This design comes from an exercise in tuning for small area, a short achievable clock period and few clock cycles on the open sky130 flow, not from production work.

==> run a <==
==> flow/design.v (excerpt) <==
module fwdkm_seq #(
  parameter int unsigned NJ    = 3,
  parameter int unsigned ANG_W = 32,
  parameter int unsigned COS_W = 32,
  parameter int unsigned LEN_W = 16,
  parameter int unsigned ACC_W = 64
) (
  input  logic                 clk,
  input  logic                reset,
  input  logic                in_valid,
  output logic                in_ready,
  input  logic [ANG_W-1:0]    yaw_ang,
  input  logic [NJ*ANG_W-1:0] jnt_ang,
  input  logic [NJ*ANG_W-1:0] jnt_off,
  input  logic [NJ*LEN_W-1:0] link_len,
  input  logic [LEN_W-1:0]    base_h,
  output logic                cos_req_valid,
  input  logic                cos_req_ready,
  output logic [ANG_W-1:0]    cos_req_angle,
  input  logic                cos_rsp_valid,
  input  logic [COS_W-1:0]    cos_rsp_data,
  output logic                out_valid,
  input  logic                out_ready,
  output logic [ACC_W-1:0]    pos_x,
  output logic [ACC_W-1:0]    pos_y,
  output logic [ACC_W-1:0]    pos_z,
  output logic                busy
);
clock: 13.0 ns
lec_check: 0
cap_margin: 20
core_margin: 2
core_utilization: 40
slew_margin: 20
synth_hierarchical: 1
standard.sh (not shown) runs the stock make flow with config.mk's settings and CLKGATE_MAP_FILE= SYNTH_SCRIPT=/design/flow/synth_recipe.tcl, a recipe that flattens the netlist after the stock synthesis.
==> flow/flow/run.sh <==
#!/bin/bash
set -euo pipefail
bash standard.sh SETUP_SLACK_MARGIN=7 finish > standard_flow.log 2>&1
==> run b: changes against run a <==
--- a/flow/design.v
+++ b/flow/design.v
@@ -37,17 +37,16 @@
   logic       mac_v_q;     
   logic [2:0] mac_k_q;
   logic       bpend_q;     
   logic       bbusy_q;     
   logic [2:0] bcnt_q;      
   logic       ov_q;        
   logic [31:0]   f0_q, s1_q, s2_q, yw_q, ra_q;
-  logic [15:0]   l0_q, l1_q, l2_q, bh_q;
+  logic [15:0]   l1_q, l2_q, bh_q;
   logic [31:0]   creg_q, c6_q, c7_q;
-  logic          c6p_q, c7p_q;
   logic [RW-1:0] x_q, y_q, ry_q, py_q;
   logic [ZW-1:0] pz_q, px_q;
   logic accept, req_fire, ans;
   logic [2:0] rsp_k;
   logic gate;
   logic [31:0] abase;
   assign in_ready = !occ_q;
@@ -95,33 +94,42 @@
       f0_q <= jnt_off[31:0]  + jnt_ang[31:0];
       s1_q <= jnt_off[63:32] + jnt_ang[63:32];
       s2_q <= jnt_off[95:64] + jnt_ang[95:64];
       yw_q <= yaw_ang;
       bh_q <= base_h;
     end
     if (accept) begin
-      l0_q <= link_len[15:0];
       l1_q <= link_len[31:16];
       l2_q <= link_len[47:32];
     end else if (mac_v_q && (mac_k_q == 3'd1 || mac_k_q == 3'd3)) begin
-      l0_q <= l1_q;
       l1_q <= l2_q;
     end
     if (req_fire && q_q[0] && q_q != 3'd7)
       ra_q <= (q_q == 3'd5) ? yw_q : abase + (q_q[1] ? s2_q : s1_q);
     creg_q <= cos_rsp_data;
   end
-  logic [8:0]    bm_one, bm_two, bm_neg;
-  logic [17:0]   lx;
-  assign lx = {1'b0, l0_q, 1'b0};
+  logic [8:0]  bm_one;
+  logic [7:0]  bm_two, bm_neg;
+  logic [15:0] lnext;
+  logic [8:0]  bn_one, bn_two, bn_neg;
+  assign lnext = accept ? link_len[15:0] : l1_q;
   always_comb begin
+    logic [17:0] lx;
+    lx = {1'b0, lnext, 1'b0};
     for (int j = 0; j < 9; j++) begin
-      bm_one[j] = lx[2*j+1] ^ lx[2*j];
-      bm_two[j] = (lx[2*j+2] & ~lx[2*j+1] & ~lx[2*j]) | (~lx[2*j+2] & lx[2*j+1] & lx[2*j]);
-      bm_neg[j] = lx[2*j+2] & ~(lx[2*j+1] & lx[2*j]);
+      bn_one[j] = lx[2*j+1] ^ lx[2*j];
+      bn_two[j] = (lx[2*j+2] & ~lx[2*j+1] & ~lx[2*j]) | (~lx[2*j+2] & lx[2*j+1] & lx[2*j]);
+      bn_neg[j] = lx[2*j+2] & ~(lx[2*j+1] & lx[2*j]);
+    end
+  end
+  always_ff @(posedge clk) begin
+    if (accept || (mac_v_q && (mac_k_q == 3'd1 || mac_k_q == 3'd3))) begin
+      bm_one <= bn_one;
+      bm_two <= bn_two[7:0];
+      bm_neg <= bn_neg[7:0];
     end
   end
   logic [RW-1:0] acc_in, mac_sum;
   always_comb begin
     if (mac_k_q == 3'd0)      acc_in = '0;
     else if (mac_k_q == 3'd1) acc_in = {4'd0, bh_q, 30'd0};
     else                      acc_in = y_q;
@@ -137,24 +145,25 @@
   assign ans7     = ans && rsp_k == 3'd7;
   assign pos_free = !bbusy_q && (!ov_q || out_ready);
   assign bstart   = (ans7 || bpend_q) && pos_free;
   assign blast    = (bcnt_q == 3'd5);
   assign first    = (bcnt_q == 3'd0);
   logic [2:0] yz_one, yz_two, yz_neg, yx_one, yx_two, yx_neg;
   logic [6:0] wz, wx;
-  assign wz = {c6_q[5:0], c6p_q};
-  assign wx = {c7_q[5:0], c7p_q};
+  logic [2:0] nz_one, nz_two, nz_neg, nx_one, nx_two, nx_neg;
+  assign wz = ans6 ? {cos_rsp_data[5:0], 1'b0} : c6_q[11:5];
+  assign wx = ans7 ? {cos_rsp_data[5:0], 1'b0} : c7_q[11:5];
   always_comb begin
     for (int j = 0; j < 3; j++) begin
-      yz_one[j] = wz[2*j+1] ^ wz[2*j];
-      yz_two[j] = (wz[2*j+2] & ~wz[2*j+1] & ~wz[2*j]) | (~wz[2*j+2] & wz[2*j+1] & wz[2*j]);
-      yz_neg[j] = wz[2*j+2] & ~(wz[2*j+1] & wz[2*j]);
-      yx_one[j] = wx[2*j+1] ^ wx[2*j];
-      yx_two[j] = (wx[2*j+2] & ~wx[2*j+1] & ~wx[2*j]) | (~wx[2*j+2] & wx[2*j+1] & wx[2*j]);
-      yx_neg[j] = wx[2*j+2] & ~(wx[2*j+1] & wx[2*j]);
+      nz_one[j] = wz[2*j+1] ^ wz[2*j];
+      nz_two[j] = (wz[2*j+2] & ~wz[2*j+1] & ~wz[2*j]) | (~wz[2*j+2] & wz[2*j+1] & wz[2*j]);
+      nz_neg[j] = wz[2*j+2] & ~(wz[2*j+1] & wz[2*j]);
+      nx_one[j] = wx[2*j+1] ^ wx[2*j];
+      nx_two[j] = (wx[2*j+2] & ~wx[2*j+1] & ~wx[2*j]) | (~wx[2*j+2] & wx[2*j+1] & wx[2*j]);
+      nx_neg[j] = wx[2*j+2] & ~(wx[2*j+1] & wx[2*j]);
     end
   end
   logic [ZW-1:0] yz_sum, yx_sum;
   always_ff @(posedge clk or posedge reset) begin
     if (reset) begin
       bpend_q <= 1'b0;
       bbusy_q <= 1'b0;
@@ -171,29 +180,27 @@
         if (blast) bbusy_q <= 1'b0;
       end
       if (bbusy_q && blast)       ov_q <= 1'b1;
       else if (ov_q && out_ready) ov_q <= 1'b0;
     end
   end
   always_ff @(posedge clk) begin
-    if (ans6) begin
-      c6_q  <= cos_rsp_data;
-      c6p_q <= 1'b0;
-    end else if (bbusy_q) begin
-      c6_q  <= {{6{c6_q[31]}}, c6_q[31:6]};
-      c6p_q <= c6_q[5];
-    end
-    if (ans7) begin
-      c7_q  <= cos_rsp_data;
-      c7p_q <= 1'b0;
-      ry_q  <= y_q;
-    end else if (bbusy_q) begin
-      c7_q  <= {{6{c7_q[31]}}, c7_q[31:6]};
-      c7p_q <= c7_q[5];
+    if (ans6 || bbusy_q) begin
+      c6_q   <= ans6 ? cos_rsp_data : {{6{c6_q[31]}}, c6_q[31:6]};
+      yz_one <= nz_one;
+      yz_two <= nz_two;
+      yz_neg <= nz_neg;
+    end
+    if (ans7 || bbusy_q) begin
+      c7_q   <= ans7 ? cos_rsp_data : {{6{c7_q[31]}}, c7_q[31:6]};
+      yx_one <= nx_one;
+      yx_two <= nx_two;
+      yx_neg <= nx_neg;
     end
+    if (ans7) ry_q <= y_q;
     if (bstart) py_q <= x_q;
     if (bbusy_q) begin
       pz_q <= yz_sum;
       px_q <= yx_sum;
     end
   end
   assign out_valid = ov_q;
==> flow/run.sh (new file) <==
#!/bin/bash
# synth_recipe.tcl (not shown) runs the flow's synth.tcl, then flattens the netlist and writes it again
# the make line also repeats each setting of config.mk as NAME=value (left out here)
make -C /OpenROAD-flow-scripts/flow DESIGN_CONFIG=/design/flow/config.mk WORK_HOME=/design/flow/orfs CLKGATE_MAP_FILE= SYNTH_SCRIPT=/design/flow/synth_recipe.tcl finish
removed: flow/flow/run.sh
removed: flow/standard.sh
==> run c: changes against run a <==
==> flow/run.sh (new file) <==
#!/bin/bash
# synth_recipe.tcl (not shown) runs the flow's synth.tcl, then flattens the netlist and writes it again
# the make line also repeats each setting of config.mk as NAME=value (left out here)
make -C /OpenROAD-flow-scripts/flow DESIGN_CONFIG=/design/flow/config.mk WORK_HOME=/design/flow/orfs CLKGATE_MAP_FILE= SYNTH_SCRIPT=/design/flow/synth_recipe.tcl finish
removed: flow/flow/run.sh
removed: flow/standard.sh
==> out/results.tsv <==
stage	metric	value	unit
die	full die area	148900	µm²
grt	Total GRT Usage	23.83	%
finish	Antenna Cells	10	
grt	vias in the first global route	42511	
sta	Slew HR	31.38	%
run_status	outcome	timing/DRC/antenna clean	
The numbers above come from run a.

==> out/results.tsv <==
stage	metric	value	unit
run_status	outcome	timing/DRC/antenna clean	
die	Initial Util	40.18	%
clock_network	CTS H-tree depth	3	
logic_synthesis	Synth Cell Area	58340	µm²
placement	gpl congestion	0.9432	
sta	Slew HR	23.81	%
finish	Antenna Cells	15	
grt	vias in the first global route	41944	
grt	Total GRT Usage	23.42	%
The numbers above come from run c.

==> out/results.tsv <==
stage	metric	value	unit
run_status	outcome	timing/DRC/antenna clean	
grt	Total GRT Usage	22.99	%
sta	Slew HR	27.23	%
grt	vias in the first global route	42282	
die	full die area	149400	µm²
finish	Antenna Cells	15	
grt	antenna violations before repair	32	
The numbers above come from run b.

No functional check of the RTL was part of any run of this note.

[afterwards: timing with drivers on the ports]
The flow's constraints put no driver on any port. The routed layouts listed below were extracted and timed again, unchanged, in two steps.
Step 1 assumes that a clkbuf_16 drives the clock port and a buf_2 every other input.
Step 2 adds t to the input delays and takes it off the output delays; t is the mean of the earliest and latest rising clock arrival at the registers after step 1. Input paths then give back, and output paths get back, about the clock's delay inside the block.
Slacks: ideal ports / drivers / drivers and shift; pairs: ideal ports / drivers.
run | t (ns) | setup slack, ns | worst slew at a driven data input, ns
run a | 0.768 | 6.872 / 6.872 / 6.582 | 0.18
run b | 0.776 | 5.926 / 5.926 / 5.926 | 0.17
run c | 0.770 | 5.346 / 5.346 / 5.346 | 0.16
After both steps every run listed still meets setup and hold. The setup slack of run a, which loses most, moves by 0.000 ns with the drivers and by -0.290 ns with both steps.
